What follows belongs to an exercise in optimizing a design on an open flow for small area; a production flow would make more cautious choices. Function was checked by simulation only, so behaviour that the tests miss may differ from the original. Power figures rest on the tool's default switching activity, not on a simulated workload.

==> flow/design.v <==
module multi_tone_generator #(
    parameter int CLK_HZ   = 125000000,
    parameter int CHANNELS = 4,
    parameter int NUM_W    = 40,
    parameter int CNT_W    = 32,
    parameter int MAX_FREQ = 999999,
    localparam int CH_W    = (CHANNELS > 1) ? $clog2(CHANNELS) : 1
) (
    input  logic                clk,
    input  logic                rst,
    input  logic                cfg_valid,
    output logic                cfg_ready,
    input  logic [CH_W-1:0]     cfg_chan,
    input  logic [31:0]         cfg_freq,
    input  logic [7:0]          cfg_duty,
    output logic                cfg_err,
    input  logic [CHANNELS-1:0] chan_en,
    output logic [CHANNELS-1:0] wave_out,
    output logic [CHANNELS-1:0] period_strb
);
    localparam logic [63:0] NUMER64 = 64'(CLK_HZ) * 64'd100;
    localparam logic [33:0] NUMER   = NUMER64[33:0];
    localparam logic [63:0] NBIT_AT = {28'd0, NUMER, 2'd0};
    logic [5:0]  step;
    logic [1:0]  chan_r;
    logic [7:0]  duty_r;
    logic [19:0] nf_r;      
    logic [19:0] rem_r;
    logic [31:0] nq_r;      
    logic [38:0] acc_r;
    logic        zf_r;
    logic        accept, commit, div_ph, acc_ph, bad, fzero;
    logic        nbit, ge, q;
    logic [20:0] sh, df;
    logic [8:0]  addend, lsum;
    logic [39:0] acc_nx;
    assign cfg_ready = (step == 6'd0);
    assign accept    = cfg_ready && cfg_valid;
    assign commit    = (step == 6'd1);
    assign div_ph    = (step <= 6'd35) && (step >= 6'd2);
    assign acc_ph    = (step <= 6'd32) && (step != 6'd0);
    assign bad       = (|cfg_freq[31:20]) || (cfg_freq[19:0] > 20'(MAX_FREQ));
    assign fzero     = ~|cfg_freq;
    assign nbit = NBIT_AT[step];
    assign sh   = {rem_r, nbit};
    always_comb begin
        logic c, c0, c1;
        logic [20:0] b;
        logic [20:11] s0, s1;
        b = {1'b1, nf_r};
        c = 1'b1;
        for (int i = 0; i < 11; i++) begin
            df[i] = sh[i] ^ b[i] ^ c;
            c     = (sh[i] & b[i]) | (sh[i] & c) | (b[i] & c);
        end
        c0 = 1'b0;
        c1 = 1'b1;
        for (int i = 11; i < 21; i++) begin
            s0[i] = sh[i] ^ b[i] ^ c0;
            c0    = (sh[i] & b[i]) | (sh[i] & c0) | (b[i] & c0);
            s1[i] = sh[i] ^ b[i] ^ c1;
            c1    = (sh[i] & b[i]) | (sh[i] & c1) | (b[i] & c1);
        end
        df[20:11] = c ? s1 : s0;
        ge        = c ? c1 : c0;
    end
    assign q = ~nq_r[0] & acc_ph;
    always_comb begin
        logic [7:0] negd;
        logic       c, seen;
        seen = 1'b0;
        for (int i = 0; i < 8; i++) begin
            negd[i] = duty_r[i] ^ seen;
            seen    = seen | duty_r[i];
        end
        if (commit) addend = q ? {1'b1, ~duty_r} : 9'h0ff;
        else        addend = q ? {~seen, negd} : 9'h000;
        c = 1'b0;
        for (int i = 0; i < 9; i++) begin
            logic a;
            a       = (i == 0) ? 1'b0 : acc_r[i-1];
            lsum[i] = a ^ addend[i] ^ c;
            c       = (a & addend[i]) | (a & c) | (addend[i] & c);
        end
        for (int i = 9; i < 40; i++) begin
            acc_nx[i] = acc_r[i-1] ^ c;
            c         = acc_r[i-1] & c;
        end
        acc_nx[8:0] = lsum;
    end
    always_ff @(posedge clk) begin
        if (rst) begin
            step    <= 6'd0;
            cfg_err <= 1'b0;
        end else begin
            cfg_err <= accept && bad;
            if (accept) begin
                if (bad)        step <= 6'd0;
                else if (fzero) step <= 6'd1;
                else            step <= 6'd42;
            end else if (!cfg_ready) begin
                step <= step - 6'd1;
            end
        end
    end
    always_ff @(posedge clk) begin
        nq_r  <= {nq_r[30:0], ~ge};
        rem_r <= div_ph ? (ge ? df[19:0] : sh[19:0]) : 20'd0;
        acc_r <= acc_nx[38:0];
        if (accept) begin
            chan_r <= cfg_chan;
            duty_r <= cfg_duty;
            nf_r   <= ~cfg_freq[19:0];
            zf_r   <= fzero;
        end
    end
    for (genvar i = 0; i < CHANNELS; i++) begin : g_chan
        logic [31:0] pend_np, pend_lo, act_lo, cnt;
        logic [31:0] inc;
        logic        act_nz, pend_nz, pend_vld, first;
        logic        run, wrap, load, clr, commit_here, hit, high;
        always_comb begin
            logic c;
            c = 1'b1;
            for (int k = 0; k < 32; k++) begin
                inc[k] = cnt[k] ^ c;
                c      = cnt[k] & c;
            end
            hit = (&cnt[31:1]) & ~cnt[0];
            c   = 1'b1;
            for (int k = 0; k < 32; k++)
                c = (cnt[k] & act_lo[k]) | (cnt[k] & c) | (act_lo[k] & c);
            high = ~c;
        end
        assign run         = chan_en[i] && act_nz;
        assign wrap        = run && hit;
        assign load        = pend_vld && (wrap || !run);
        assign clr         = rst || !run || wrap;
        assign commit_here = commit && (chan_r == i);
        always_ff @(posedge clk) begin
            cnt   <= clr ? pend_np : inc;
            first <= clr;
            if (load) act_lo <= pend_lo;
            if (commit_here) begin
                pend_np <= nq_r;
                pend_lo <= acc_nx[39:8];
                pend_nz <= !zf_r;
            end
            if (rst) begin
                act_nz   <= 1'b0;
                pend_vld <= 1'b0;
            end else begin
                if (load)        act_nz   <= pend_nz;
                if (commit_here) pend_vld <= 1'b1;
                else if (load)   pend_vld <= 1'b0;
            end
        end
        assign wave_out[i]    = run && high;
        assign period_strb[i] = run && first;
    end
endmodule
==> flow/run.sh <==
#!/bin/bash
# synth_recipe.tcl (not shown) runs the flow's synth.tcl, then flattens the netlist and writes it again
# the make line also repeats each setting of config.mk as NAME=value (left out here)
make -C /OpenROAD-flow-scripts/flow DESIGN_CONFIG=/design/flow/config.mk WORK_HOME=/design/flow/orfs CLKGATE_MAP_FILE= SYNTH_SCRIPT=/design/flow/synth_recipe.tcl finish
==> flow/config.mk <==
export PLATFORM = sky130hd
export DESIGN_NAME = multi_tone_generator
export DESIGN_NICKNAME = multi_tone_generator
export VERILOG_FILES = /design/flow/design.v
export SDC_FILE = /design/flow/constraint.sdc
export NUM_CORES = 4
export LEC_CHECK = 0
export CAP_MARGIN = 20
export CORE_MARGIN = 2
export CORE_UTILIZATION = 80
export CTS_BUF_LIST = sky130_fd_sc_hd__clkbuf_8
export CTS_CLUSTER_DIAMETER = 100
export CTS_CLUSTER_SIZE = 18
export SLEW_MARGIN = 20
==> flow/constraint.sdc <==
create_clock -name core_clock -period 8.0 [get_ports {clk}]
set_input_delay 1.6000 -clock core_clock [delete_from_list [all_inputs] [get_ports {clk}]]
set_output_delay 1.6000 -clock core_clock [all_outputs]
set_load 0.01 [all_outputs]
==> impl_metrics.toml, run 1 <==
[finish]
multi_input_area_sq_um = 7712
stdcell_area_sq_um = 27470
layout_commonest_cell = "edfxtp_1"
drive_above_1_share_pct = 15.92
layout.nets = 1945
syn_to_final_growth_pct = 10.46
regArea_sq_um = 17350
most-common-layout-cells = "edfxtp_1, dfxtp_1, ha_1, mux2_2, nor2_1"
fill_cells = 1130
final_util_pct = 89.82
fin_cells = 2136
antenna_cells = 0

[power_and_ir_drop]
power_switching_mw = 2.298
p_clk_share_pct = 19.2
power.density_nw_per_um2 = 287.8
p_comb_share_pct = 20.0
irDropWorstVdd_mv = 0.2922
pwr-share-seq_pct = 60.7
p_leak_nw = 10.08
swShare_pct = 29.07
intPower_mw = 5.608

[worst_setup_path]
path_max_fanout = 4
endpoint_kind = "register"
worstPathRequired_ps = 8350
slowest_delay_ps = 380
crit_top_cell = "ha_4"
start_kind = "register"
worstPathArrival_ps = 8860
crit_slowest_cell = "fa_2"
worstSetupPathType = "reg2reg"

[synth]
synth-async-reset-ratio_pct = 0
synthDistinctLibCells = 57
ys_warn_count = 1
synth-seq-cells = 657
syn-instance-count = 1597
ys_seq_area_share_pct = 69.75
synthFlopType = "edfxtp_1"
synthesis.nets = 1835
synth-edff-count = 419
syn_area_per_cell_sq_um = 15.57
syn_area_sq_um = 24870

[drt]
drc = 0
drt_wl_total_microns = 55730
drtIter0Drc = 1851
ant_nets = 0
vias = 14450
post_drt_wl_per_cell_microns = 26.09
via_per_inst = 6.766
first_pass_iters = 6

[placed_design]
io_buffers = 58
hpwl_microns = 36690
dp.cells = 2052
gp_congestion = 0.9111
place_area_sq_um = 26550
pre_cts_ws_ps = -555.5

[global_route]
gr-total-overflow = 0
grt_pass1_wl_microns = 84500
track_usage_pct = 34.46
grt_pass1_vias = 14790
grt_max_degree = 67
antenna_found_initial = 0

[clock_network]
numCtsBuffers = 42
clk_pin_slew_ps = 110
clock_sinks = 657
cts_root_buffer = "clkbuf_8"
clkLatencyLatePin_ps = 610
cts_tree = "built"
hold_buffers = 0
htree_levels = 2
clockBufferDepth = 3

[floorplanning]
start_util_pct = 81.31
rows = 64
top_level_ports = 59
die_y_microns = 180.3
die_width_microns = 180.3
dieArea_sq_um = 32520
core_sq_um = 30590

[timing]
finalCritPeriodShare_pct = 106.4
slew_violations = 0
fin_hold_ws_ps = 411.9
hold_viol = 0
tightest_slew_ps = 1137
rsz0062_at_grt = "true"
slew-limit-headroom_pct = 24.07
setup_viol = 18
fmax_mhz = 117.4
fin_ws_ps = -515.5
fin_skew_ps = 28.84
min_period_ps = 8516

[status]
so_faults = "setup timing"
status = "finished with violations"

[flow_run]
cap_violations = 0

[hold_path]
holdCritPathClass = "reg2reg"
==> what timing repair did <==
item / CTS / global route
setup buffers: 2 / 0
endpoints found under the setup margin: 28 / 23
pin swaps: 30 / 0
gates resized for setup: 5 / 0
==> cells in the mapped netlist, drive strengths merged, types with 11 or more instances <==
cell / instances / area (sq um)
edfxtp: 419 / 12580
dfxtp: 238 / 4765
ha: 172 / 2152
mux2: 120 / 1351
nor2: 87 / 326.6
inv: 56 / 210.2
a21oi: 54 / 274.0
nand2: 45 / 168.9
o21ai: 42 / 210.2
nand4: 34 / 212.7
o22ai: 32 / 200.2
a31oi: 21 / 131.4
clkbuf: 19 / 71.32
maj3: 18 / 180.2
a22oi: 17 / 127.6
fa: 17 / 340.3
nor4: 17 / 106.4
mux2i: 16 / 160.2
and2: 13 / 81.33
xnor2: 11 / 96.34
==> cell families (layout without fill, tap and decap cells) <==
| kind of cell | after synthesis | after routing | synth area share (%) |
|---|---|---|---|
| AO/OA/AOI/OAI | 239 | 239 | 6.339 |
| flip-flops | 657 | 657 | 69.75 |
| multiplexers | 136 | 136 | 6.077 |
| adder cells (fa/ha/maj) | 207 | 207 | 10.75 |
| AND/OR/NAND/NOR | 257 | 257 | 5.121 |
| buffers and inverters | 85 | 228 | 1.409 |
| XOR/XNOR | 16 | 16 | 0.5634 |
==> per-stage QoR <==
stage                     power, mW  setup TNS [ps]
after global placement        6.220           -3266
final                         7.906           -5532
after global routing          8.216           -8782
after CTS                     7.879           -4168
after detailed placement      6.363           -7378
after floorplan               5.704           -3686
==> worst max-delay path, delay by kind of cell (launching register included) <==
| family | cells | cell delay, ps |
|---|---|---|
| flops | 1 | 350 |
| compound gates | 3 | 210 |
| buf+inv | 4 | 350 |
| fa+ha+maj | 38 | 6750 |
| xor+xnor | 1 | 160 |
| simple gates | 2 | 450 |
==> power groups by stage <==
stage          Sequential, mW  Combinational, mW  Clock [mW]
2_1_floorplan            4.68               1.02           0
3_3_place_gp             4.81               1.41           0
3_5_place_dp             4.85               1.52           0
4_1_cts                  4.79               1.57        1.52
5_1_grt                  4.83               1.75        1.63
6_report                 4.80               1.59        1.52
==> area by class of cell <==
type / instances / area share [%]
flip-flops and latches: 657 / 63.15
multi-input cells: 855 / 28.07
repair buffers: 95 / 3.488
clock buffers: 45 / 2.254
well taps: 396 / 1.803
inverters: 56 / 0.7651
clock inverters: 32 / 0.4645
==> sequential cells by signal, summed over array words and instances, names as in the netlist <==
| register | flops |
|---|---|
| g_chan.act_lo | 128 |
| g_chan.cnt | 128 |
| g_chan.pend_lo | 128 |
| g_chan.pend_np | 128 |
| acc_r | 39 |
| nq_r | 32 |
| nf_r | 20 |
| rem_r | 20 |
| duty_r | 8 |
| step | 6 |
| g_chan.act_nz | 4 |
| g_chan.first | 4 |
| g_chan.pend_nz | 4 |
| g_chan.pend_vld | 4 |
| chan_r | 2 |
| cfg_err | 1 |
| zf_r | 1 |
==> routing by layer <==
| layer | part of all wire (%) | GRT usage, % |
|---|---|---|
| met1 | 37 | 46.04 |
| met4 | 4.1 | 12.61 |
| met3 | 9.2 | 4.911 |
| met5 | 0 | 0 |
| met2 | 50 | 58.67 |
==> worst paths after layout <==
path | start | to | slack, ps | cells past startpoint
setup / recovery | step[4]$_SDFFE_PP0P_ | g_chan[0].pend_lo[31]$_DFFE_PP_ | -520 | 48
hold / removal | nq_r[16]$_DFF_P_ | nq_r[17]$_DFF_P_ | 410 | 0
setup reg to reg | step[4]$_SDFFE_PP0P_ | g_chan[0].pend_lo[31]$_DFFE_PP_ | -520 | 48
hold reg to reg | nq_r[16]$_DFF_P_ | nq_r[17]$_DFF_P_ | 410 | 0
==> run 2: changes to the inputs <==
--- a/flow/design.v
+++ b/flow/design.v
@@ -83,7 +83,17 @@
             c       = (a & addend[i]) | (a & c) | (addend[i] & c);
         end
-        for (int i = 9; i < 40; i++) begin
-            acc_nx[i] = acc_r[i-1] ^ c;
-            c         = acc_r[i-1] & c;
+        begin
+            logic cb, pb;
+            cb = c;
+            for (int blk = 0; blk < 4; blk++) begin
+                c  = cb;
+                pb = 1'b1;
+                for (int i = 9 + 8 * blk; i < 17 + 8 * blk && i < 40; i++) begin
+                    acc_nx[i] = acc_r[i-1] ^ c;
+                    c         = acc_r[i-1] & c;
+                    pb        = pb & acc_r[i-1];
+                end
+                cb = cb & pb;
+            end
         end
         acc_nx[8:0] = lsum;
==> run 2 against run 1 <==
The run now finishes clean. Clock power about the same. Sequential share of layout area grew 1.5 points. Critical path depth shrank 22. Final cell count is 0.70% lower. Synthesized area grew 0.21%. Via count shrank 1.3%. Maximum frequency up 13%. Worst setup slack improved by 950 ps. Non-clock buffer count down 28. First-iteration DRC count decreased by 6.6%. Hold slack worse by 8.3 ps.
==> impl_metrics.toml, run 2 <==
[status]
status = "no timing/DRC/antenna violations"

[clock_network]
clkLatencyLatePin_ps = 600
cts_setup_buffers = 0
clockBufferDepth = 3
hold_buffers = 0
clock_sinks = 657
cts_resized = 0
htree_levels = 2
cts_tree = "built"
cts_root_buffer = "clkbuf_8"
clk_pin_slew_ps = 110
numCtsBuffers = 42

[floorplanning]
die_width_microns = 180.5
top_level_ports = 59
core_sq_um = 30670
die_y_microns = 180.5
start_util_pct = 81.27
rows = 64
dieArea_sq_um = 32580

[finish]
most-common-layout-cells = "edfxtp_1, dfxtp_1, ha_1, mux2_2"
drive_above_1_share_pct = 11.65
final_util_pct = 87.49
layout.nets = 1928
fill_cells = 1322
layout_commonest_cell = "edfxtp_1"
syn_to_final_growth_pct = 7.661
antenna_cells = 0

[drt]
post_drt_wl_per_cell_microns = 24.93
vias = 14260
drt_wl_total_microns = 52880
ant_nets = 0
first_pass_iters = 6
drtIter0Drc = 1729
drc = 0
via_per_inst = 6.722

[synth]
synth-edff-count = 419
synth_top_area_share_pct = 50.48
ys_warn_count = 1
synth-async-reset-ratio_pct = 0
synth-seq-cells = 657
synth_top_area_cell = "edfxtp_1"
syn_area_per_cell_sq_um = 15.47
synthFlopType = "edfxtp_1"
synthDistinctLibCells = 57
syn-instance-count = 1611
synthesis.nets = 1846
syn_area_sq_um = 24920
synthTopCellsByCount = "edfxtp_1, dfxtp_1, ha_1, mux2_2, nor2_1"
synthTopCellsByArea = "edfxtp_1, dfxtp_1, ha_1"
synth.most_common_cell = "edfxtp_1"
ys_seq_area_share_pct = 69.60

[worst_setup_path]
rr_startpoint = "step[0]$_SDFFE_PP0P_"
crit_start = "step[0]$_SDFFE_PP0P_"
path_max_fanout = 24
r2r-end = "rem_r[7]$_SDFF_PN0_"
worstPathArrival_ps = 8030
start_kind = "register"
endpoint_kind = "register"
ff2ff_path_depth = 26
cp-endpoint = "rem_r[7]$_SDFF_PN0_"
r2r_setup_slack_ps = 430
worstPathRequired_ps = 8460
worstSetupPathType = "reg2reg"

[power_and_ir_drop]
power.density_nw_per_um2 = 284.3
p_leak_nw = 9.958
irDropWorstVdd_mv = 0.3296

[timing]
tightest_slew_ps = 1164
slew_violations = 0
setup_tns_ps = 0
fmax_mhz = 132.1
fin_hold_ws_ps = 403.6
setup_viol = 0
min_period_ps = 7569
fin_skew_ps = 19.99
rsz0062_at_grt = "false"
finalCritPeriodShare_pct = 94.61
hold_viol = 0
slew-limit-headroom_pct = 22.23

[global_route]
antenna_found_initial = 0
track_usage_pct = 32.53
grt_pass1_wl_microns = 80260
grt_pass1_vias = 14440
gr-total-overflow = 0
grt_max_degree = 67

[hold_path]
holdCritPathClass = "reg2reg"

[placed_design]
hpwl_microns = 36300
io_buffers = 58
gp_congestion = 0.8747

[flow_run]
cap_violations = 0
==> run 2: cell types whose count changed after synthesis, sizes merged, moves of 2 or more <==
cell,before,now
nand4,34,41
nor3,10,14
ha,172,169
nand3,10,13
xor2,5,8
a22oi,17,19
==> run 2: how the worst min path moves through the flow <==
stage / slack, ps / endpoint / cells past startpoint / start
floorplan: 370 / nq_r[10]$_DFF_P_ / 0 / nq_r[9]$_DFF_P_
global placement: 400 / nq_r[11]$_DFF_P_ / 0 / nq_r[10]$_DFF_P_
detailed placement: 390 / nq_r[13]$_DFF_P_ / 0 / nq_r[12]$_DFF_P_
CTS: 400 / nq_r[13]$_DFF_P_ / 0 / nq_r[12]$_DFF_P_
global route: 420 / nq_r[13]$_DFF_P_ / 0 / nq_r[12]$_DFF_P_
finish: 400 / nq_r[13]$_DFF_P_ / 0 / nq_r[12]$_DFF_P_
==> run 2: layout make-up <==
cell class | instances | area [sq um] | area share, %
sequential | 657 | 17350 | 64.65
multi-input combinational | 868 | 7313 | 27.25
timing repair buffer | 67 | 720.7 | 2.686
clock buffer | 45 | 619.3 | 2.308
tap | 396 | 495.5 | 1.846
inverter | 57 | 214.0 | 0.7974
clock inverter | 31 | 123.9 | 0.4616
==> run 2: per-layer routing <==
metal  routed length, microns  vias up  track usage (%)
li1                         -     6295                -
met1                    20400     7015            44.32
met2                    25760      815            53.91
met3                     4595      133            4.568
met4                     2129        0            13.16
met5                        0        -                0
==> run 2: worst max-delay path, stage by stage, from the launching register on <==
cell and delay (ps):
dfxtp_1 460, inv_1 120, ha_1 250, nand2_1 90, o221ai_1 140, a21oi_1 200
nor2_1 60, a21oi_1 200, ha_1 190, inv_1 50, fa_1 390, fa_1 400
fa_1 400, fa_1 400, fa_1 400, fa_1 390, fa_1 390, fa_1 410
fa_1 400, fa_1 440, nand2b_1 120, a211o_1 160, a21oi_2 80, a2111oi_2 450
o311a_4 500, mux2i_1 280, nor2_1 60
==> run 2: power breakdown <==
group          switching (mW)  internal (mW)  total (mW)
logic                   0.815          0.522        1.34
registers               0.422           4.36        4.78
clock network           0.985          0.529        1.51
total                    2.22           5.41        7.63
==> run 2: cell families (layout without fill, tap and decap cells) <==
family / count (synthesis) / after routing / synth area share, %
simple gates: 271 / 271 / 5.407
fa+ha+maj: 204 / 204 / 10.57
compound gates: 238 / 238 / 6.270
buf+inv: 86 / 200 / 1.421
xor+xnor: 19 / 19 / 0.6677
flops: 657 / 657 / 69.60
mux: 136 / 136 / 6.064
==> run 2: stage by stage <==
| step | total power, mW | std cells | worst slack (ps) | cell area (sq um) |
|---|---|---|---|---|
| global placement | 6.006 | 2041 | 300.8 | 25980 |
| global route | 7.920 | 2121 | 47.78 | 26830 |
| CTS | 7.614 | 2117 | 263.7 | 26720 |
| finish | 7.629 | 2121 | 431.4 | 26830 |
| floorplan | 5.588 | 1611 | 1112 | 24920 |
| detailed placement | 6.140 | 2041 | 334.1 | 25980 |
==> run 3: changes to the inputs <==
==> flow/flow/run.sh (new file) <==
#!/bin/bash
set -euo pipefail
export BUFFER_PORTS_ARGS="-buffer_cell sky130_fd_sc_hd__buf_1"
bash standard.sh > standard_flow.log 2>&1
==> flow/standard.sh (new file) <==
#!/bin/bash
# synth_recipe.tcl (not shown) runs the flow's synth.tcl, then flattens the netlist and writes it again
# the make line also repeats each setting of config.mk as NAME=value (left out here)
make -C /OpenROAD-flow-scripts/flow DESIGN_CONFIG=/design/flow/config.mk WORK_HOME=/design/flow/orfs CLKGATE_MAP_FILE= SYNTH_SCRIPT=/design/flow/synth_recipe.tcl "${@:-finish}"
removed: flow/run.sh
==> run 3 against run 2 <==
Sequential power about the same. Global-route usage down 1.3 points. Core utilization down 1.0 points. Routed wire length down 3.2%. First-iteration DRC count down 9.5%. Highest routed layer unchanged. Sequential share of layout area up 0.75 points. Combinational power down 4%. Critical path type unchanged. Design area down 1.2%. Clock power about the same. Hold slack better by 13 ps. Still clean.
==> impl_metrics.toml, run 3 <==
[global_route]
track_usage_pct = 31.20
grt_pass1_wl_microns = 77030
gr-total-overflow = 0
grt_max_degree = 67
grt_pass1_vias = 13910
antenna_found_initial = 0

[clock_network]
clk_pin_slew_ps = 110
clock_sinks = 657
numCtsBuffers = 42
hold_buffers = 0
htree_levels = 2
clkLatencyLatePin_ps = 610
cts_root_buffer = "clkbuf_8"
cts_tree = "built"
clockBufferDepth = 3

[synth]
synth-async-reset-ratio_pct = 0
synthesis.nets = 1846
ys_seq_area_share_pct = 69.60
synth-edff-count = 419
synth_top_area_cell = "edfxtp_1"
synth_top_area_share_pct = 50.48
synthFlopType = "edfxtp_1"
syn_area_per_cell_sq_um = 15.47
synthTopCellsByCount = "edfxtp_1, dfxtp_1, ha_1, mux2_2, nor2_1"
synthTopCellsByArea = "edfxtp_1, dfxtp_1, ha_1"
synth.most_common_cell = "edfxtp_1"
synth-seq-cells = 657
syn-instance-count = 1611
ys_warn_count = 1
syn_area_sq_um = 24920
synthDistinctLibCells = 57

[timing]
fin_skew_ps = 32.62
slew_violations = 0
rsz0062_at_grt = "false"
min_period_ps = 7409
finalCritPeriodShare_pct = 92.61
hold_viol = 0
fin_ws_ps = 591.2
setup_tns_ps = 0
fmax_mhz = 135.0
setup_viol = 0
fin_hold_ws_ps = 416.9
tightest_slew_ps = 1112
slew-limit-headroom_pct = 25.71

[flow_run]
cap_violations = 0

[worst_setup_path]
path_max_fanout = 24
slowest_delay_ps = 530
worstPathArrival_ps = 7850
critPathBufInv = 2
critPathTopFamily = "adder cells"
endpoint_kind = "register"
worstSetupPathType = "reg2reg"
worstPathRequired_ps = 8440
crit_slowest_cell = "o311a_4"
crit_top_cell = "fa_1"
start_kind = "register"

[drt]
ant_nets = 0
vias = 14070
drc = 0
drt_wl_total_microns = 51220
via_per_inst = 6.627
post_drt_wl_per_cell_microns = 24.12
drtIter0Drc = 1565
first_pass_iters = 6

[floorplanning]
die_y_microns = 180.5
dieArea_sq_um = 32580
top_level_ports = 59
die_width_microns = 180.5
start_util_pct = 81.27
core_sq_um = 30670
rows = 64

[placed_design]
gp_congestion = 0.8755
hpwl_microns = 35300
io_buffers = 58
place_area_sq_um = 25630
pre_cts_ws_ps = 462.0

[status]
status = "no timing/DRC/antenna violations"

[finish]
layout.nets = 1931
syn_to_final_growth_pct = 6.421
final_util_pct = 86.48
antenna_cells = 0
stdcell_area_sq_um = 26520
layout_commonest_cell = "edfxtp_1"
fill_cells = 1376
most-common-layout-cells = "edfxtp_1, dfxtp_1, ha_1, mux2_2"
drive_above_1_share_pct = 11.75

[power_and_ir_drop]
power.density_nw_per_um2 = 284.1
irDropWorstVdd_mv = 0.2628
p_leak_nw = 9.820

[hold_path]
holdCritPathClass = "reg2reg"
## run 3: cell counts after synthesis
No cell type changed its count.
## run 3: routing by layer
layer	global-route usage, %	vias to the layer above	part of all wire [%]
li1	-	6312	-
met1	44.24	6839	39
met2	50.90	798	48
met3	4.406	121	8.7
met4	10.48	0	3.8
met5	0	-	0
## run 3: cells by family (layout without fill, tap and decap cells)
group                    Yosys count  count (layout)  synth area share [%]
adder cells (fa/ha/maj)          204             204                 10.57
flip-flops                       657             657                 69.60
XOR/XNOR                          19              19                0.6677
AND/OR/NAND/NOR                  271             271                 5.407
multiplexers                     136             136                 6.064
AO/OA/AOI/OAI                    238             238                 6.270
buffers and inverters             86             202                 1.421
## run 3: power by group
part / switching (mW) / leakage, nW / internal (mW)
clock: 0.980 / 0.475 / 0.510
combinational: 0.782 / 3.57 / 0.495
sequential: 0.413 / 5.77 / 4.35
total: 2.18 / 9.82 / 5.36
## run 3: metrics by stage
stage                     total power, mW  std cells
after global routing                7.867       2123
after CTS                           7.532       2117
after floorplan                     5.588       1611
final                               7.536       2123
after global placement              5.987       2042
after detailed placement            6.099       2042
## run 3: worst paths after layout
path	endpoint	startpoint	cells after the start	slack, ps
min reg2reg	g_chan[1].act_lo[7]$_DFFE_PP_	g_chan[1].pend_lo[7]$_DFFE_PP_	0	420
max reg2reg	rem_r[12]$_SDFF_PN0_	step[0]$_SDFFE_PP0P_	26	590
max	rem_r[12]$_SDFF_PN0_	step[0]$_SDFFE_PP0P_	26	590
min	g_chan[1].act_lo[7]$_DFFE_PP_	g_chan[1].pend_lo[7]$_DFFE_PP_	0	420
## run 3: what timing repair did
item | in CTS | in global routing
endpoints found under the setup margin | 0 | 3
buffers inserted | 0 | 0
hold endpoints to repair | 0 | 0
resized for setup | 0 | 1
## run 3: layout make-up
cell class | count | area [sq um] | area share (%)
inverter | 57 | 214.0 | 0.8066
sequential | 657 | 17350 | 65.40
timing repair buffer | 70 | 427.9 | 1.613
tap | 396 | 495.5 | 1.868
clock buffer | 43 | 591.8 | 2.231
multi-input combinational | 868 | 7317 | 27.59
clock inverter | 32 | 131.4 | 0.4953
==> run 4: changes to the inputs <==
==> flow/flow/run.sh (replaced) <==
#!/bin/bash
# The standard layout (standard.sh: standard synthesis, floorplan, place,
# CTS, route), with two changes:
#  * every input and output port gets the smallest buffer, buf_1, instead of
#    the default port buffer cell;
#  * clock tree synthesis uses clkbuf_8 buffers in clusters of at most 18
#    sinks and inserts no dummy loads.
# The make output goes to standard_flow.log; each ORFS step keeps its own log
# under orfs/logs/.
set -euo pipefail
export BUFFER_PORTS_ARGS="-buffer_cell sky130_fd_sc_hd__buf_1"
export CTS_ARGS="-sink_clustering_enable -repair_clock_nets -dont_use_dummy_load -buf_list sky130_fd_sc_hd__clkbuf_8 -sink_clustering_size 18 -sink_clustering_max_diameter 100"
bash standard.sh > standard_flow.log 2>&1
--- a/flow/config.mk
+++ b/flow/config.mk
@@ -8,7 +8,5 @@
 export CAP_MARGIN = 20
 export CORE_MARGIN = 2
-export CORE_UTILIZATION = 80
-export CTS_BUF_LIST = sky130_fd_sc_hd__clkbuf_8
-export CTS_CLUSTER_DIAMETER = 100
-export CTS_CLUSTER_SIZE = 18
+export CORE_UTILIZATION = 85
+export GPL_TIMING_DRIVEN = 0
 export SLEW_MARGIN = 20
==> run 4 against run 3 <==
Now fails the layout checks on setup timing. Core utilization up 5.8 points. Critical path depth up 4. Register-to-register slack worse by 750 ps. Highest routed layer unchanged. Combinational power increased by 12%. Sequential power hardly changed. Die area fell by 5.8%. Clock skew is 3.4 ps higher. Via count up 5.6%. Global-route usage increased by 7.5 points. Hold slack worse by 3.6 ps.
==> impl_metrics.toml, run 4 <==
[status]
status = "finished with violations"
so_faults = "setup timing"

[global_route]
grt_max_degree = 37
track_usage_pct = 38.74
antenna_found_initial = 0
grt_pass1_wl_microns = 87620
gr-total-overflow = 0
grt_pass1_vias = 15150

[power_and_ir_drop]
irDropWorstVdd_mv = 0.2942
p_leak_nw = 9.778
power.density_nw_per_um2 = 288.4

[timing]
fmax_mhz = 122.6
fin_ws_ps = -154.1
fin_skew_ps = 36.03
slew-limit-headroom_pct = 32.61
min_period_ps = 8154
hold_viol = 0
finalCritPeriodShare_pct = 101.9
slew_violations = 0
setup_viol = 4
setup_tns_ps = -604.3
tightest_slew_ps = 1002

[finish]
antenna_cells = 0
multi_input_area_sq_um = 7305
syn_to_final_growth_pct = 6.596
stdcell_area_sq_um = 26570
layout.nets = 1969
fill_cells = 891
layout_commonest_cell = "edfxtp_1"
most-common-layout-cells = "edfxtp_1, dfxtp_1, ha_1, mux2_2, nor2_1"
final_util_pct = 92.31
regArea_sq_um = 17350
drive_above_1_share_pct = 12.64

[drt]
via_per_inst = 7.022
drt_wl_total_microns = 58320
drc = 0
drtIter0Drc = 2139
vias = 14860
first_pass_iters = 7
ant_nets = 0
post_drt_wl_per_cell_microns = 27.56

[worst_setup_path]
endpoint_kind = "register"
rr_startpoint = "step[5]$_SDFFE_PP0P_"
worstPathArrival_ps = 8480
r2r_setup_slack_ps = -150
slowest_delay_ps = 490
crit_slowest_cell = "xor2_2"
worstSetupPathType = "reg2reg"
worstSetupPathDepth = 30
critPathBufInv = 6
start_kind = "register"
ff2ff_path_depth = 30
r2r-end = "g_chan[0].pend_lo[31]$_DFFE_PP_"
path_max_fanout = 10
worstPathRequired_ps = 8320
crit_start = "step[5]$_SDFFE_PP0P_"
critPathTopFamily = "adder cells"
cp-endpoint = "g_chan[0].pend_lo[31]$_DFFE_PP_"

[placed_design]
place_area_sq_um = 25960
hpwl_microns = 40100
pre_cts_ws_ps = 86.66
io_buffers = 57
gp_congestion = 0.8718

[floorplanning]
die_y_microns = 175.2
core_sq_um = 28780
start_util_pct = 86.60
top_level_ports = 59
die_width_microns = 175.2
dieArea_sq_um = 30710
rows = 62

[synth]
syn_area_sq_um = 24920
synth-edff-count = 419
synth.most_common_cell = "edfxtp_1"
synthFlopType = "edfxtp_1"
synth_top_area_share_pct = 50.48
synth-seq-cells = 657
synthesis.nets = 1846
synth-async-reset-ratio_pct = 0
syn-instance-count = 1611
synthTopCellsByCount = "edfxtp_1, dfxtp_1, ha_1, mux2_2, nor2_1"
synth_top_area_cell = "edfxtp_1"
synthDistinctLibCells = 57
syn_area_per_cell_sq_um = 15.47
synthTopCellsByArea = "edfxtp_1, dfxtp_1, ha_1"
ys_warn_count = 1
ys_seq_area_share_pct = 69.60

[clock_network]
htree_levels = 2
hold_buffers = 0
clockBufferDepth = 3
cts_root_buffer = "clkbuf_8"
cts_tree = "built"
clk_pin_slew_ps = 110
clkLatencyLatePin_ps = 590
cts_setup_buffers = 0
clock_sinks = 657
numCtsBuffers = 42

[flow_run]
cap_violations = 0

[hold_path]
holdCritPathClass = "reg2reg"
run 4: cell types whose count changed in the layout (fill, tap and decap cells not counted), moves of 4 or more:
cell,delta
nor2b_1,+4
buf_2,+7
buf_4,+8
clkbuf_1,+19
inv_1,-29
nor2b_4,-4
run 4: final cells by class:
| cell class | instances | share of cell area [%] |
|---|---|---|
| Buffer | 29 | 0.5275 |
| Clock buffer | 42 | 2.176 |
| Inverter | 57 | 0.8053 |
| Multi-Input combinational cell | 868 | 27.49 |
| Sequential cell | 657 | 65.29 |
| Tap cell | 384 | 1.808 |
| Timing Repair Buffer | 79 | 1.898 |
run 4: layer usage:
| metal | wire length [microns] | track usage (%) | up-vias |
|---|---|---|---|
| li1 | - | - | 6353 |
| met1 | 20430 | 50.70 | 7246 |
| met2 | 28800 | 65.72 | 1059 |
| met3 | 5837 | 5.287 | 200 |
| met4 | 3245 | 17.47 | 0 |
| met5 | 0 | 0 | - |
run 4: cells by family after synthesis:
logic type	after synthesis	share of synthesized area, %
AOI/OAI and AO/OA	238	6.270
and+or+nand+nor	271	5.407
buffers and inverters	86	1.421
DFF	657	69.60
muxes	136	6.064
adders and majority gates	204	10.57
xor gates and xnor gates	19	0.6677
run 4: worst register-to-register path, delay by kind of cell, from the launching register on:
kind | cells | cell delay (ps)
flip-flops | 1 | 320
adder cells (fa/ha/maj) | 14 | 3870
AND/OR/NAND/NOR | 6 | 1400
XOR/XNOR | 1 | 490
buffers and inverters | 6 | 1040
AO/OA/AOI/OAI | 3 | 750
run 4: worst min-delay path by stage:
stage                                          end                       startpoint  cells after the start
floorplan                         nq_r[10]$_DFF_P_                  nq_r[9]$_DFF_P_                      0
global placement                  nq_r[17]$_DFF_P_                 nq_r[16]$_DFF_P_                      0
detailed placement                nq_r[17]$_DFF_P_                 nq_r[16]$_DFF_P_                      0
CTS                               nq_r[17]$_DFF_P_                 nq_r[16]$_DFF_P_                      0
global route        g_chan[0].act_lo[18]$_DFFE_PP_  g_chan[0].pend_lo[18]$_DFFE_PP_                      0
finish                            nq_r[17]$_DFF_P_                 nq_r[16]$_DFF_P_                      0
run 4: power breakdown:
group / total (mW) / internal [mW] / switching [mW] / leakage, nW
Clock: 1.43 / 0.476 / 0.957 / 0.302
Sequential: 4.80 / 4.35 / 0.444 / 5.77
Combinational: 1.43 / 0.550 / 0.882 / 3.70
Total: 7.66 / 5.38 / 2.28 / 9.78
run 4: metrics by stage:
stage / instances / hold slack (ps) / power, mW
2_1_floorplan: 1611 / 365.1 / 5.588
3_3_place_gp: 2052 / 386.7 / 6.023
3_5_place_dp: 2074 / 398.5 / 6.190
4_1_cts: 2116 / 404.9 / 7.595
5_1_grt: 2116 / 423.7 / 7.932
6_report: 2116 / 413.3 / 7.661
run 4: repair_timing:
item | CTS | global route
pin swaps | 0 | 0
endpoints found under the hold margin | 0 | 0
setup endpoints to repair | 8 | 16
gates resized for setup | 1 | 4
==> run 5: changes to the inputs <==
--- a/flow/config.mk
+++ b/flow/config.mk
@@ -6,7 +6,7 @@
 export NUM_CORES = 4
 export LEC_CHECK = 0
+export ABC_AREA = 1
 export CAP_MARGIN = 20
 export CORE_MARGIN = 2
-export CORE_UTILIZATION = 85
-export GPL_TIMING_DRIVEN = 0
+export CORE_UTILIZATION = 80
 export SLEW_MARGIN = 20
==> run 5 against run 4 <==
The run now finishes clean. Hold slack worse by 11 ps. Final cell count is 27% higher. Synthesized area increased by 3.3%. First-iteration DRC count shrank 25%. Design area up 2.2%. Routed wire length fell by 8.4%. Non-clock buffer count down 29. Maximum frequency grew 7.9%. Sequential power grew 2%. Core utilization fell by 6.5 points.
==> impl_metrics.toml, run 5 <==
[worst_setup_path]
worstSetupPathType = "reg2reg"
start_kind = "register"
crit_slowest_cell = "fa_1"
worstPathRequired_ps = 8480
path_max_fanout = 7
worstPathArrival_ps = 8040
slowest_delay_ps = 400
endpoint_kind = "register"
crit_top_cell = "fa_1"

[finish]
layout_commonest_cell = "nand2_1"
syn_to_final_growth_pct = 5.453
fill_cells = 1597
fin_cells = 2695
drive_above_1_share_pct = 4.056
antenna_cells = 0
layout.nets = 2530
most-common-layout-cells = "nand2_1, edfxtp_1, inv_1, dfxtp_1, ha_1"

[synth]
synth-edff-count = 419
ys_warn_count = 1
synth-async-reset-ratio_pct = 0
syn_area_per_cell_sq_um = 11.69
synth_top_area_share_pct = 48.87
synth.most_common_cell = "nand2_1"
synthesis.nets = 2438
synth_top_area_cell = "edfxtp_1"
synth-seq-cells = 657
syn-instance-count = 2203
ys_seq_area_share_pct = 67.38
synthTopCellsByCount = "nand2_1, edfxtp_1, inv_1, dfxtp_1, ha_1"
synthTopCellsByArea = "edfxtp_1, dfxtp_1, ha_1"
synthDistinctLibCells = 38
synthFlopType = "edfxtp_1"
syn_area_sq_um = 25750

[floorplanning]
core_sq_um = 31640
rows = 65
die_width_microns = 183.4
start_util_pct = 81.38
top_level_ports = 59
dieArea_sq_um = 33630
die_y_microns = 183.4

[clock_network]
clockBufferDepth = 3
cts_root_buffer = "clkbuf_8"
clock_sinks = 657
htree_levels = 2
clkLatencyLatePin_ps = 600
numCtsBuffers = 42
clk_pin_slew_ps = 110
cts_tree = "built"

[timing]
setup_tns_ps = 0
fin_skew_ps = 52.43
setup_viol = 0
tightest_slew_ps = 1087
hold_viol = 0
rsz0062_at_grt = "false"
finalCritPeriodShare_pct = 94.46
slew_violations = 0
min_period_ps = 7556
slew-limit-headroom_pct = 26.88
fmax_mhz = 132.3

[global_route]
track_usage_pct = 32.96
grt_max_degree = 67
antenna_found_initial = 0
grt_pass1_vias = 16200
grt_pass1_wl_microns = 83730
gr-total-overflow = 0

[power_and_ir_drop]
p_leak_nw = 12.17
power.density_nw_per_um2 = 293.3
irDropWorstVdd_mv = 0.2731

[drt]
via_per_inst = 5.852
post_drt_wl_per_cell_microns = 19.83
vias = 15770
drt_wl_total_microns = 53440
drc = 0
drtIter0Drc = 1602
ant_nets = 0
first_pass_iters = 7

[placed_design]
hpwl_microns = 37050
gp_congestion = 0.8654
io_buffers = 58
dp.cells = 2649

[status]
status = "no timing/DRC/antenna violations"

[hold_path]
holdCritPathClass = "reg2reg"

[flow_run]
cap_violations = 0
run 5: cell count changes after synthesis, sizes merged, moves of 19 or more:
cell   before  now
inv        57  388
a22oi      19   48
nand2      45  549
o21ai      43   65
mux2      120    0
a31oi      20    1
run 5: report_power, final:
part	internal [mW]	switching [mW]	leakage [nW]	total [mW]
Combinational	0.570	1.10	6.08	1.67
Clock	0.476	0.928	0.302	1.40
Sequential	4.47	0.414	5.80	4.89
run 5: worst max-delay path: cells and delay by family, from the launching register on:
| family | cells | cell delay, ps |
|---|---|---|
| AO/OA/AOI/OAI | 13 | 1870 |
| adder cells (fa/ha/maj) | 12 | 4370 |
| buffers and inverters | 2 | 180 |
| flip-flops | 1 | 370 |
| AND/OR/NAND/NOR | 6 | 630 |
run 5: cells by family after synthesis:
family	Yosys count	synth area share, %
AOI/OAI and AO/OA	209	5.098
and+or+nand+nor	706	11.04
DFF	657	67.38
buffers and inverters	426	6.303
adders and majority gates	186	9.535
xor gates and xnor gates	19	0.6464
run 5: cell type report:
| cell class | instances | area (sq um) | area share [%] |
|---|---|---|---|
| Sequential cell | 657 | 17350 | 63.89 |
| Multi-Input combinational cell | 1122 | 6859 | 25.26 |
| Inverter | 393 | 1488 | 5.480 |
| Clock buffer | 42 | 578.1 | 2.129 |
| Tap cell | 402 | 503.0 | 1.853 |
| Timing Repair Buffer | 79 | 375.4 | 1.383 |
run 5: routing by layer:
layer / wire (microns) / vias up / global-route usage, % / part of all wire [%]
met3: 4372 / 113 / 4.468 / 8.2
met2: 26230 / 681 / 56.26 / 49
met1: 21290 / 7537 / 44.40 / 40
met4: 1548 / 0 / 11.14 / 2.9
li1: - / 7439 / - / -
met5: 0 / - / 0 / 0
run 5: what timing repair did:
| item | in CTS | in global routing |
|---|---|---|
| endpoints found under the hold margin | 0 | 0 |
| hold buffers | 0 | 0 |
| setup buffers | 0 | 2 |
| endpoints found under the setup margin | 0 | 21 |
| gates resized for setup | 0 | 13 |
run 5: final timing paths:
check / startpoint / to / slack [ps] / depth (start not counted)
max reg2reg: step[0]$_SDFFE_PP0P_ / rem_r[8]$_SDFF_PN0_ / 440 / 33
max: step[0]$_SDFFE_PP0P_ / rem_r[8]$_SDFF_PN0_ / 440 / 33
min: g_chan[3].pend_lo[11]$_DFFE_PP_ / g_chan[3].act_lo[11]$_DFFE_PP_ / 400 / 0
min reg2reg: g_chan[3].pend_lo[11]$_DFFE_PP_ / g_chan[3].act_lo[11]$_DFFE_PP_ / 400 / 0
run 5: through the flow:
stage	instance area, sq um	utilization (%)	worst slack [ps]	hold slack (ps)	total power [mW]
after floorplan	25750	-	976.9	365.1	5.942
after global placement	26500	83.75	591.6	396.2	6.388
after detailed placement	26500	83.75	182.9	394.5	6.546
after CTS	27070	85.58	165.5	405.0	7.901
after global routing	27150	85.82	21.12	402.8	8.360
final	27150	85.82	443.6	402.7	7.962
==> run 6: changes to the inputs <==
--- a/flow/config.mk
+++ b/flow/config.mk
@@ -6,5 +6,4 @@
 export NUM_CORES = 4
 export LEC_CHECK = 0
-export ABC_AREA = 1
 export CAP_MARGIN = 20
 export CORE_MARGIN = 2
==> run 6 against run 5 <==
Still clean on timing, DRC and antenna. Core utilization rose by 0.19 points. Register-to-register slack gained 110 ps. Sequential share of layout area is 1.9 points higher. Clock-buffer cell count did not move. Maximum frequency increased by 1.5%. Critical path depth shrank 7. Clock skew down 14 ps. Sequential cell count is the same. Worst setup slack gained 110 ps. Final cell count down 22%. Clock power hardly changed. Global-route usage decreased by 1.5 points. Largest cell class unchanged.
==> impl_metrics.toml, run 6 <==
[status]
status = "no timing/DRC/antenna violations"

[clock_network]
cts_root_buffer = "clkbuf_8"
numCtsBuffers = 42
hold_buffers = 0
cts_tree = "built"
cts_setup_buffers = 0
htree_levels = 2
clock_sinks = 657
clk_pin_slew_ps = 100
clkLatencyLatePin_ps = 590
clockBufferDepth = 3
cts_resized = 0

[finish]
layout.nets = 1931
drive_above_1_share_pct = 11.81
syn_to_final_growth_pct = 5.838
most-common-layout-cells = "edfxtp_1, dfxtp_1, ha_1, mux2_2, nor2_1"
fin_cells = 2090
layout_commonest_cell = "edfxtp_1"
antenna_cells = 0
fill_cells = 1413

[power_and_ir_drop]
power.density_nw_per_um2 = 282.5
pwr-share-seq_pct = 64.0
p_comb_share_pct = 17.1
irDropWorstVdd_mv = 0.2647
p_clk_share_pct = 18.9
intPower_mw = 5.325
p_leak_nw = 9.646
swShare_pct = 28.54
power_switching_mw = 2.127

[drt]
vias = 14050
first_pass_iters = 6
drtIter0Drc = 1559
post_drt_wl_per_cell_microns = 24.59
drt_wl_total_microns = 51400
via_per_inst = 6.722
ant_nets = 0
drc = 0

[worst_setup_path]
start_kind = "register"
crit_slowest_cell = "o311a_4"
worstPathArrival_ps = 7850
endpoint_kind = "register"
slowest_delay_ps = 530
worstSetupPathType = "reg2reg"
critPathBufInv = 2
critPathTopFamily = "adder cells"
crit_top_cell = "fa_1"
worstPathRequired_ps = 8410
path_max_fanout = 24

[global_route]
grt_max_degree = 67
grt_pass1_vias = 13980
antenna_found_initial = 0
grt_pass1_wl_microns = 77540
track_usage_pct = 31.42
gr-total-overflow = 0

[timing]
slew-limit-headroom_pct = 24.88
fmax_mhz = 134.3
setup_tns_ps = 0
slew_violations = 0
min_period_ps = 7447
setup_viol = 0
hold_viol = 0
finalCritPeriodShare_pct = 93.08
fin_hold_ws_ps = 413.2
rsz0062_at_grt = "false"
tightest_slew_ps = 1124
fin_skew_ps = 38.33

[synth]
synthFlopType = "edfxtp_1"
syn_area_sq_um = 24920
syn-instance-count = 1611
synth.most_common_cell = "edfxtp_1"
synthDistinctLibCells = 57
synth_top_area_share_pct = 50.48
synth-async-reset-ratio_pct = 0
synth-seq-cells = 657
synth_xor_area_share_pct = 0.6677
synth-edff-count = 419
ys_warn_count = 1
synth_top_area_cell = "edfxtp_1"
synthTopCellsByCount = "edfxtp_1, dfxtp_1, ha_1, mux2_2, nor2_1"
ys_seq_area_share_pct = 69.60
syn_area_per_cell_sq_um = 15.47
synthesis.nets = 1846
synthAdderAreaFrac_pct = 10.57
synthMuxAreaShare_pct = 6.064
synth_top_family_by_area = "adder cells"
synthTopCellsByArea = "edfxtp_1, dfxtp_1, ha_1"
synth_compound_area_share_pct = 6.270
synth_simple_gate_area_share_pct = 5.407

[floorplanning]
die_width_microns = 180.5
start_util_pct = 81.27
top_level_ports = 59
core_sq_um = 30670
dieArea_sq_um = 32580
rows = 64
die_y_microns = 180.5

[flow_run]
cap_violations = 0

[placed_design]
gp_congestion = 0.8755
dp.cells = 2042
hpwl_microns = 35300
io_buffers = 58

[hold_path]
holdCritPathClass = "reg2reg"
[run 6: changes by cell type in the layout (fill, tap and decap cells not counted), moves of 14 or more]
| cell | change |
|---|---|
| a31oi_1 | +19 |
| maj3_1 | +18 |
| nand2_1 | -504 |
| and2_1 | +14 |
| mux2i_1 | +16 |
| a21oi_1 | +18 |
| mux2_2 | +120 |
| o21ai_0 | -16 |
| inv_1 | -332 |
| buf_4 | -15 |
| a22oi_1 | -29 |
| o22ai_1 | -15 |
[run 6: metal layers]
layer	vias up	track usage, %	wire, microns
met5	-	0	0
met4	0	12.68	2140
met3	125	4.648	4544
met2	760	50.98	24680
met1	6884	43.73	20030
li1	6280	-	-
[run 6: layout make-up]
| class | count | area [sq um] | area share [%] |
|---|---|---|---|
| sequential | 657 | 17350 | 65.76 |
| multi-input combinational | 868 | 7317 | 27.74 |
| clock buffer | 42 | 578.1 | 2.191 |
| tap | 396 | 495.5 | 1.878 |
| timing repair buffer | 70 | 427.9 | 1.622 |
| inverter | 57 | 214.0 | 0.8111 |
[run 6: power by group through the flow]
| stage | registers (mW) | clock network, mW | logic [mW] |
|---|---|---|---|
| final | 4.77 | 1.41 | 1.28 |
| after global routing | 4.81 | 1.53 | 1.44 |
| after CTS | 4.76 | 1.41 | 1.28 |
| after detailed placement | 4.83 | 0 | 1.27 |
| after global placement | 4.80 | 0 | 1.19 |
| after floorplan | 4.66 | 0 | 0.932 |
[run 6: final timing paths]
check,startpoint,depth (start not counted),to,slack [ps]
setup / recovery,step[0]$_SDFFE_PP0P_,26,rem_r[12]$_SDFF_PN0_,550
hold / removal,nq_r[29]$_DFF_P_,0,nq_r[30]$_DFF_P_,410
setup reg to reg,step[0]$_SDFFE_PP0P_,26,rem_r[12]$_SDFF_PN0_,550
hold reg to reg,nq_r[29]$_DFF_P_,0,nq_r[30]$_DFF_P_,410
[run 6: through the flow]
| stage | util, % | instance area, sq um | setup WS [ps] | power [mW] |
|---|---|---|---|---|
| finish | 86.01 | 26380 | 553.2 | 7.452 |
| global route | 86.01 | 26380 | 113.2 | 7.783 |
| CTS | 85.44 | 26200 | 391.9 | 7.449 |
| detailed placement | 83.56 | 25630 | 462.0 | 6.099 |
| global placement | 83.55 | 25620 | 292.5 | 5.987 |
| floorplan | - | 24920 | 1112 | 5.588 |
[run 6: cells by family after synthesis]
group           Yosys count
compound gates          238
xor+xnor                 19
fa+ha+maj               204
buf+inv                  86
flops                   657
mux                     136
simple gates            271
==> run 7: changes to the inputs <==
--- a/flow/config.mk
+++ b/flow/config.mk
@@ -6,6 +6,6 @@
 export NUM_CORES = 4
 export LEC_CHECK = 0
-export CAP_MARGIN = 20
+export CAP_MARGIN = 0
 export CORE_MARGIN = 2
 export CORE_UTILIZATION = 80
-export SLEW_MARGIN = 20
+export SLEW_MARGIN = 0
==> run 7 against run 6 <==
Clock-buffer cell count unchanged. Sequential cell count unchanged. Clock skew increased by 3.8 ps.
==> impl_metrics.toml, run 7 <==
[placed_design]
dp.cells = 2042
gp_congestion = 0.8755
pre_cts_ws_ps = 82.35
hpwl_microns = 35260
place_area_sq_um = 25620
io_buffers = 58

[synth]
synthDistinctLibCells = 57
synthesis.nets = 1846
synthTopCellsByCount = "edfxtp_1, dfxtp_1, ha_1, mux2_2, nor2_1"
synthTopCellsByArea = "edfxtp_1, dfxtp_1, ha_1"
synthFlopType = "edfxtp_1"
syn_area_sq_um = 24920
synth-edff-count = 419
ys_warn_count = 1
synth_top_area_cell = "edfxtp_1"
syn_area_per_cell_sq_um = 15.47
syn-instance-count = 1611
synth.most_common_cell = "edfxtp_1"
synth-seq-cells = 657
ys_seq_area_share_pct = 69.60
synth_top_area_share_pct = 50.48
synth-async-reset-ratio_pct = 0

[timing]
hold_viol = 0
slew_violations = 0
fin_hold_ws_ps = 417.1
setup_tns_ps = 0
tightest_slew_ps = 1237
fin_ws_ps = 453.4
min_period_ps = 7547
finalCritPeriodShare_pct = 94.33
fin_skew_ps = 42.10
slew-limit-headroom_pct = 17.36
fmax_mhz = 132.5
setup_viol = 0
rsz0062_at_grt = "false"

[drt]
drc = 0
via_per_inst = 6.720
drtIter0Drc = 1672
drt_wl_total_microns = 50280
post_drt_wl_per_cell_microns = 24.13
first_pass_iters = 6
vias = 14010
ant_nets = 0

[global_route]
grt_max_degree = 67
grt_pass1_vias = 13740
gr-usage-met2_pct = 51.66
grtUsageMet3_pct = 3.698
grt_pass1_wl_microns = 76810
gr-usage-met1_pct = 44.12
gr-total-overflow = 0
grt_busiest_layer = "met2"
track_usage_pct = 31.25
antenna_found_initial = 0

[status]
status = "no timing/DRC/antenna violations"

[clock_network]
clk_pin_slew_ps = 110
cts_tree = "built"
clkLatencyLatePin_ps = 600
cts_setup_buffers = 0
cts_resized = 0
hold_buffers = 0
numCtsBuffers = 42
clock_sinks = 657
htree_levels = 2
cts_root_buffer = "clkbuf_8"
clockBufferDepth = 3

[floorplanning]
die_y_microns = 180.5
die_width_microns = 180.5
dieArea_sq_um = 32580
rows = 64
top_level_ports = 59
start_util_pct = 81.27
core_sq_um = 30670

[power_and_ir_drop]
p_leak_nw = 9.577
power_mw = 7.434
power.density_nw_per_um2 = 283.7
irDropWorstVdd_mv = 0.3387

[worst_setup_path]
worstPathArrival_ps = 7960
worstSetupPathType = "reg2reg"
critPathTopFamily = "adder cells"
crit_slowest_cell = "o311a_2"
path_max_fanout = 24
worstPathRequired_ps = 8410
critPathBufInv = 2
slowest_delay_ps = 680
crit_top_cell = "fa_1"
endpoint_kind = "register"
start_kind = "register"

[finish]
final_util_pct = 85.44
layout_commonest_cell = "edfxtp_1"
fin_cells = 2084
stdcell_area_sq_um = 26200
drive_above_1_share_pct = 11.43
fill_cells = 1425
layout.nets = 1925
most-common-layout-cells = "edfxtp_1, dfxtp_1, ha_1, mux2_2, nor2_1"
syn_to_final_growth_pct = 5.136
antenna_cells = 0

[hold_path]
holdCritPathClass = "reg2reg"

[flow_run]
cap_violations = 0
## run 7: cell counts after synthesis
No cell type changed its count.
## run 7: final timing paths
path	start	endpoint	slack (ps)	depth (start not counted)
setup / recovery	step[0]$_SDFFE_PP0P_	rem_r[10]$_SDFF_PN0_	450	26
hold reg to reg	g_chan[2].pend_lo[8]$_DFFE_PP_	g_chan[2].act_lo[8]$_DFFE_PP_	420	0
hold / removal	g_chan[2].pend_lo[8]$_DFFE_PP_	g_chan[2].act_lo[8]$_DFFE_PP_	420	0
setup reg to reg	step[0]$_SDFFE_PP0P_	rem_r[10]$_SDFF_PN0_	450	26
## run 7: report_power, final
group / switching (mW) / leakage, nW / internal (mW) / total, mW
clock: 0.931 / 0.302 / 0.476 / 1.41
sequential: 0.412 / 5.77 / 4.36 / 4.77
combinational: 0.773 / 3.50 / 0.486 / 1.26
## run 7: cell families (layout without fill, tap and decap cells)
group / count (synthesis) / in the layout / share of synthesized area (%)
AOI/OAI and AO/OA: 238 / 238 / 6.270
xor gates and xnor gates: 19 / 19 / 0.6677
muxes: 136 / 136 / 6.064
buffers and inverters: 86 / 163 / 1.421
DFF: 657 / 657 / 69.60
and+or+nand+nor: 271 / 271 / 5.407
adders and majority gates: 204 / 204 / 10.57
## run 7: cell type report
cell class                 count  area, sq um  area share (%)
clock buffer                  42        578.1           2.206
sequential                   657        17350           66.20
inverter                      57        214.0          0.8165
timing repair buffer          64        262.8           1.003
multi-input combinational    868         7307           27.89
tap                          396        495.5           1.891
## run 7: metal layers
layer | share of wire [%] | wire length [microns]
met2 | 49 | 24410
met3 | 8.5 | 4254
met5 | 0 | 0
met1 | 40 | 19920
met4 | 3.4 | 1698
==> run 8: changes to the inputs <==
--- a/flow/design.v
+++ b/flow/design.v
@@ -67,14 +67,9 @@
     assign q = ~nq_r[0] & acc_ph;
     always_comb begin
-        logic [7:0] negd;
-        logic       c, seen;
-        seen = 1'b0;
-        for (int i = 0; i < 8; i++) begin
-            negd[i] = duty_r[i] ^ seen;
-            seen    = seen | duty_r[i];
-        end
-        if (commit) addend = q ? {1'b1, ~duty_r} : 9'h0ff;
-        else        addend = q ? {~seen, negd} : 9'h000;
-        c = 1'b0;
+        logic c;
+        for (int i = 0; i < 8; i++)
+            addend[i] = q ? ~duty_r[i] : commit;
+        addend[8] = q & commit;
+        c = q & ~commit;
         for (int i = 0; i < 9; i++) begin
             logic a;
==> run 8 against run 7 <==
Total power up 0.71%. Still clean on timing, DRC and antenna. First-iteration DRC count decreased by 3.1%. Register-to-register slack better by 200 ps. Sequential cell count did not move. Global-route usage increased by 0.53 points. Design area is 0.23% lower. Core utilization hardly changed. Synthesized area fell by 0.37%.
==> impl_metrics.toml, run 8 <==
[status]
status = "no timing/DRC/antenna violations"

[finish]
layout_commonest_cell = "edfxtp_1"
final_util_pct = 85.47
drive_above_1_share_pct = 11.73
antenna_cells = 0
layout.nets = 1911
most-common-layout-cells = "edfxtp_1, dfxtp_1, ha_1, mux2_2, nor2_1"
stdcell_area_sq_um = 26140
syn_to_final_growth_pct = 5.286
fin_cells = 2076

[synth]
synth-seq-cells = 657
synth_top_area_share_pct = 50.67
synth_xor_area_share_pct = 0.6349
ys_warn_count = 1
synthDistinctLibCells = 69
synth-async-reset-ratio_pct = 0
synth-edff-count = 419
synthAdderAreaFrac_pct = 9.896
syn_area_per_cell_sq_um = 15.53
synth_simple_gate_area_share_pct = 5.674
synthFlopType = "edfxtp_1"
ys_seq_area_share_pct = 69.86
synth.most_common_cell = "edfxtp_1"
syn_area_sq_um = 24830
synthTopCellsByCount = "edfxtp_1, dfxtp_1, ha_1, mux2_2, nor2_1"
synth_top_area_cell = "edfxtp_1"
synthesis.nets = 1828
synthMuxAreaShare_pct = 6.127
synth_top_family_by_area = "adder cells"
synthTopCellsByArea = "edfxtp_1, dfxtp_1, ha_1"
synth_compound_area_share_pct = 6.505
syn-instance-count = 1599

[global_route]
gr-total-overflow = 0
grt_max_degree = 67
antenna_found_initial = 1
track_usage_pct = 31.78
grt_pass1_wl_microns = 77800
grt_pass1_vias = 14130

[timing]
setup_viol = 0
finalCritPeriodShare_pct = 91.88
tightest_slew_ps = 1299
setup_tns_ps = 0
slew_violations = 0
hold_viol = 0
fmax_mhz = 136.0
slew-limit-headroom_pct = 13.18
fin_skew_ps = 36.04
min_period_ps = 7350
rsz0062_at_grt = "false"

[drt]
post_drt_wl_per_cell_microns = 24.48
drc = 0
vias = 13890
drt_wl_total_microns = 50820
via_per_inst = 6.689
first_pass_iters = 5
ant_nets = 0
drtIter0Drc = 1621

[floorplanning]
core_sq_um = 30590
die_y_microns = 180.2
rows = 64
dieArea_sq_um = 32460
die_width_microns = 180.2
top_level_ports = 59
start_util_pct = 81.18

[placed_design]
dp.cells = 2034
gp_congestion = 0.8757
hpwl_microns = 35660
place_area_sq_um = 25550
io_buffers = 58

[worst_setup_path]
path_max_fanout = 11
critPathBufInv = 5
worstPathRequired_ps = 8390
start_kind = "register"
critPathTopFamily = "adder cells"
worstPathArrival_ps = 7740
slowest_delay_ps = 440
crit_slowest_cell = "dfxtp_1"
worstSetupPathType = "reg2reg"
endpoint_kind = "register"

[clock_network]
cts_setup_buffers = 0
clk_pin_slew_ps = 110
clkLatencyLatePin_ps = 590
numCtsBuffers = 42
clock_sinks = 657
clockBufferDepth = 3
cts_tree = "built"
htree_levels = 2
cts_root_buffer = "clkbuf_8"

[power_and_ir_drop]
irDropWorstVdd_mv = 0.2883
power.density_nw_per_um2 = 286.4
p_leak_nw = 9.543

[hold_path]
holdCritPathClass = "reg2reg"

[flow_run]
cap_violations = 0
==> run 8: cell types whose count changed after synthesis, moves of 6 or more <==
cell,previous run,this run
maj3_1,18,7
ha_1,169,162
a21oi_1,53,59
and2_1,14,6
buf_2,7,16
clkbuf_1,19,8
o21ai_0,43,37
a31oi_1,20,13
nand2_1,45,59
nor2_1,87,80
==> run 8: metrics by stage <==
stage	hold slack (ps)	setup slack, ps	power [mW]
2_1_floorplan	365.1	1351	5.581
4_1_cts	415.3	273.0	7.496
6_report	418.5	649.5	7.487
3_3_place_gp	400.2	794.2	5.990
3_5_place_dp	401.5	298.8	6.133
5_1_grt	429.9	107.6	7.804
==> run 8: routing by layer <==
layer  global-route usage (%)  part of all wire [%]
met3                    5.639                   8.1
met1                    41.49                    38
met2                    53.08                    49
met5                        0                 0.024
met4                    14.23                   4.6
==> run 8: cell type report <==
type | count | area (sq um)
multi-input cells | 863 | 7254
flip-flops and latches | 657 | 17350
fillers | 1450 | 4446
repair buffers | 65 | 270.3
inverters | 53 | 198.9
clock buffers | 42 | 578.1
well taps | 396 | 495.5
==> run 8: what timing repair did <==
action                                  CTS  global route
hold buffers                              0             0
hold endpoints to repair                  0             0
gates resized for setup                   0             3
endpoints found under the setup margin    0            31
==> run 8: power breakdown <==
group | leakage, nW | internal [mW] | switching, mW
Clock | 0.302 | 0.476 | 0.936
Combinational | 3.46 | 0.503 | 0.782
Sequential | 5.78 | 4.36 | 0.428
==> run 8: worst paths after layout <==
path	start	to	slack [ps]	cells after the start
setup / recovery	step[0]$_SDFFE_PP0P_	g_chan[3].pend_lo[31]$_DFFE_PP_	650	29
hold / removal	g_chan[0].pend_lo[8]$_DFFE_PP_	g_chan[0].act_lo[8]$_DFFE_PP_	420	0
setup reg to reg	step[0]$_SDFFE_PP0P_	g_chan[3].pend_lo[31]$_DFFE_PP_	650	29
hold reg to reg	g_chan[0].pend_lo[8]$_DFFE_PP_	g_chan[0].act_lo[8]$_DFFE_PP_	420	0
==> run 8: worst reg2reg max path, delay by kind of cell, from the launching register on <==
family / cells / cell delay, ps
AND/OR/NAND/NOR: 5 / 1180
adder cells (fa/ha/maj): 16 / 4230
buffers and inverters: 5 / 480
flip-flops: 1 / 440
XOR/XNOR: 1 / 250
AO/OA/AOI/OAI: 2 / 600
==> run 8: cell families after synthesis <==
| logic type | Yosys count |
|---|---|
| DFF | 657 |
| and+or+nand+nor | 280 |
| AOI/OAI and AO/OA | 241 |
| adders and majority gates | 187 |
| muxes | 137 |
| buffers and inverters | 79 |
| xor gates and xnor gates | 18 |

-- static timing again, ports no longer ideal --
The flow's constraints put no driver on any port. The routed layouts listed below were extracted and timed again, unchanged, in two steps.
Step 1: set_driving_cell puts a clkbuf_16 on clk and a buf_2 on each other input, an assumption about the parent block.
Step 2 moves the port delays by t, midway between the first and last clock arrival at a register: inputs arrive t later, outputs are due t later. That takes back most of the time a late clock gives input paths.
Slacks: no drivers / after step 1 / after step 2; pairs: no drivers / after step 1.
run | t, ns | setup WS [ns] | worst setup path after step 2 | clock arrival spread, ns | worst slew at a driven data input, ns
run 1 | 0.643 | -0.516 / -0.516 / -0.516 | register to register | 0.029 / 0.029 | 0.05
run 2 | 0.635 | 0.431 / 0.431 / 0.431 | register to register | 0.020 / 0.020 | 0.04
run 3 | 0.642 | 0.591 / 0.591 / 0.591 | register to register | 0.035 / 0.034 | 0.03
run 4 | 0.627 | -0.154 / -0.154 / -0.154 | register to register | 0.037 / 0.036 | 0.04
run 5 | 0.621 | 0.444 / 0.444 / 0.444 | register to register | 0.053 / 0.053 | 0.04
run 6 | 0.623 | 0.553 / 0.553 / 0.553 | register to register | 0.045 / 0.044 | 0.03
run 7 | 0.626 | 0.453 / 0.453 / 0.453 | register to register | 0.042 / 0.042 | 0.03
run 8 | 0.625 | 0.650 / 0.650 / 0.650 | register to register | 0.056 / 0.057 | 0.04
